This design comes from an exercise in tuning for small area, a short achievable clock period and few clock cycles per item on the open sky130 flow, not from production work. At most, simulation tests tie the RTL to the original design; equivalence was not proved.

== blue ==
// scheduled_led_soft_ramp_dimmer_core
module scheduled_led_soft_ramp_dimmer_core (
  input  logic                clk_i,
  input  logic                rst_ni,
  input  logic                cfg_we_i,
  input  logic [CfgIdxW-1:0]  cfg_idx_i,
  input  logic [CfgDataW-1:0] cfg_wdata_i,
  input  logic                in_valid_i,
  output logic                in_ready_o,
  input  logic [20:0]         in_data_i,
  output logic                out_valid_o,
  input  logic                out_ready_i,
  output logic [65:0]         out_data_o
);
  logic [2:0][9:0] tgt_q;
  logic [16:0]     wstart_q, wstop_q;
  logic            smooth_q;
  logic [9:0]      dv_q;      
  logic [9:0]      step_q;
  always_ff @(posedge clk_i or negedge rst_ni) begin
    if (!rst_ni) begin
      tgt_q    <= '0;
      wstart_q <= '0;
      wstop_q  <= '0;
      smooth_q <= 1'b0;
      dv_q     <= DivisorReset;
      step_q   <= StepReset;
    end else if (cfg_we_i) begin
      case (cfg_idx_i)
        3'd0: tgt_q[0] <= cfg_wdata_i[9:0];
        3'd1: tgt_q[1] <= cfg_wdata_i[9:0];
        3'd2: tgt_q[2] <= cfg_wdata_i[9:0];
        3'd3: wstart_q <= cfg_wdata_i;
        3'd4: wstop_q  <= cfg_wdata_i;
        3'd5: smooth_q <= cfg_wdata_i[0];
        3'd6: dv_q     <= (cfg_wdata_i[9:0] == 10'd0) ? 10'd1 : cfg_wdata_i[9:0];
        default: step_q <= cfg_wdata_i[9:0];
      endcase
    end
  end
  logic       wr_div, wr_step;
  logic [2:0] wr_tgt;
  assign wr_div  = cfg_we_i && (cfg_idx_i == 3'd6);
  assign wr_step = cfg_we_i && (cfg_idx_i == 3'd7);
  assign wr_tgt  = {cfg_we_i && (cfg_idx_i == 3'd2),
                    cfg_we_i && (cfg_idx_i == 3'd1),
                    cfg_we_i && (cfg_idx_i == 3'd0)};
  logic [20:0] e0_q;
  logic        ev_q, pv1_q;
  logic [1:0]  qc_q;        
  logic        take, adv1, adv2, go;
  logic [3:0]  p1_q;        
  logic [16:0] n1_q;        
  logic [12:0] hh;          
  logic [9:0]  mm;          
  logic [4:0]  qa_q, qb_q;  
  logic [4:0]  q_in;
  ...
For scale: roughly 3,500 cells after synthesis, about 31,000 um^2 of cells after synthesis.
clock: 10.0 ns
lec_check: 0
cap_margin: 20
core_margin: 2
core_utilization: 40
slew_margin: 20
standard.sh (not shown) runs the stock make flow with config.mk's settings and CLKGATE_MAP_FILE= SYNTH_SCRIPT=/design/flow/synth_recipe.tcl, a recipe that flattens the netlist after the stock synthesis.
==> flow/flow/run.sh <==
#!/bin/bash
set -euo pipefail
bash standard.sh finish SETUP_SLACK_MARGIN=6 > make.log 2>&1
What orange does differently from blue at the input level:
-- flow/design.v --
<<< blue, line 83
  logic [9:0]  r_q;
  logic [10:0] p_q;
  logic [10:0] a_sum, b_sum;
  logic        ge;
  assign a_sum = {1'b0, r_q} + {1'b0, opa_i} + {10'd0, !up_i};
  assign b_sum = {1'b0, r_q} + {1'b1, opb_i} + {10'd0, !up_i};
  assign ge    = !b_sum[10];
  assign per_o = p_q + qadd_i + {10'd0, ge};
  always_ff @(posedge clk_i) begin
    if (ldz_i) begin
>>> orange, line 83
  logic [9:0]  r_q;
  logic [10:0] p_q;
  logic [10:0] a_sum, b_sum, p0, p1;
  logic        ge;
  assign a_sum = {1'b0, r_q} + {1'b0, opa_i} + {10'd0, !up_i};
  assign b_sum = {1'b0, r_q} + {1'b1, opb_i} + {10'd0, !up_i};
  assign ge    = !b_sum[10];
  assign p0    = p_q + qadd_i;
  assign p1    = p_q + qadd_i + 11'd1;
  assign per_o = ge ? p1 : p0;
  always_ff @(posedge clk_i) begin
    if (ldz_i) begin
<<< blue, line 231
      sbusy_q <= s_ge;
      sfin_q  <= !s_ge;
      scnt_q  <= '0;
    end
  end
>>> orange, line 233
      sbusy_q <= s_ge;
      sfin_q  <= !s_ge;
      scnt_q  <= (step_q[9:6] == 4'd0) ? 4'd4 : 4'd0;
    end
  end
<<< blue, line 245
      end else if (!svalid_q) begin
        sa_q <= s_ge ? 10'd0 : step_q;
        sq_q <= s_ge ? step_q : 10'd0;
      end else if (flip) begin
        sa_q <= ~sb_q;
>>> orange, line 247
      end else if (!svalid_q) begin
        sa_q <= s_ge ? 10'd0 : step_q;
        sq_q <= !s_ge ? 10'd0 : (step_q[9:6] == 4'd0) ? {step_q[5:0], 4'd0} : step_q;
      end else if (flip) begin
        sa_q <= ~sb_q;
<<< blue, line 463
      end else if (du_start) begin
        dbusy_q <= 1'b1;
        dcnt_q  <= '0;
      end else if (dbusy_q) begin
        dcnt_q <= dcnt_q + 4'd1;
>>> orange, line 465
      end else if (du_start) begin
        dbusy_q <= 1'b1;
        dcnt_q  <= du_zero ? 4'd2 : 4'd0;
      end else if (dbusy_q) begin
        dcnt_q <= dcnt_q + 4'd1;
<<< blue, line 476
    if (du_start) begin
      dr_q <= '0;
      dq_q <= {1'b0, dv_sel} + 11'd430;
    end else if (dbusy_q) begin
      dr_q <= d_ge ? d_sum[9:0] : d_trial[9:0];
>>> orange, line 478
    if (du_start) begin
      dr_q <= '0;
      dq_q <= du_zero ? {9'd430, 2'd0} : {1'b0, dv_sel} + 11'd430;
    end else if (dbusy_q) begin
      dr_q <= d_ge ? d_sum[9:0] : d_trial[9:0];
[summary]
| die extent in x | lower: orange |. met2 wire length of orange falls short of that of blue by a few percent. Going from blue to orange, the synthesized area was found to have gone down by about 1.5%. The higher number of nets produced by synthesis of blue and orange is in blue. As of orange, number of resized instances in the post-cts repair step had fallen by a few percent compared to blue.
Testbench counts of orange, summed over its fixed seeds: cycles 4,549, items 3,822.
No functional check of the RTL was part of blue.

what the ideal ports hide:
Ports are ideal in the flow. The routed layouts listed here were re-timed in OpenROAD.
Step 1 assumes that a clkbuf_16 drives the clock port and a buf_2 every other input.
Step 2 times the ports against the registers' clock, not the clock port: input delays grow and output delays shrink by t, the midpoint of the rising clock arrivals with the driver on.
a / b / c = ideal / step 1 / step 2; a / b = the first two.
run	t, ns	setup slack, ns	worst setup path at the end	clock arrival spread, ns
blue	0.684	5.421 / 5.421 / 5.391	input to register	0.040 / 0.040
orange	0.671	6.065 / 6.065 / 5.440	input to register	0.053 / 0.053
After both steps setup and hold are still met in every run listed. The setup slack of orange, which loses most, moves by 0.000 ns with the drivers and by -0.625 ns with both steps.
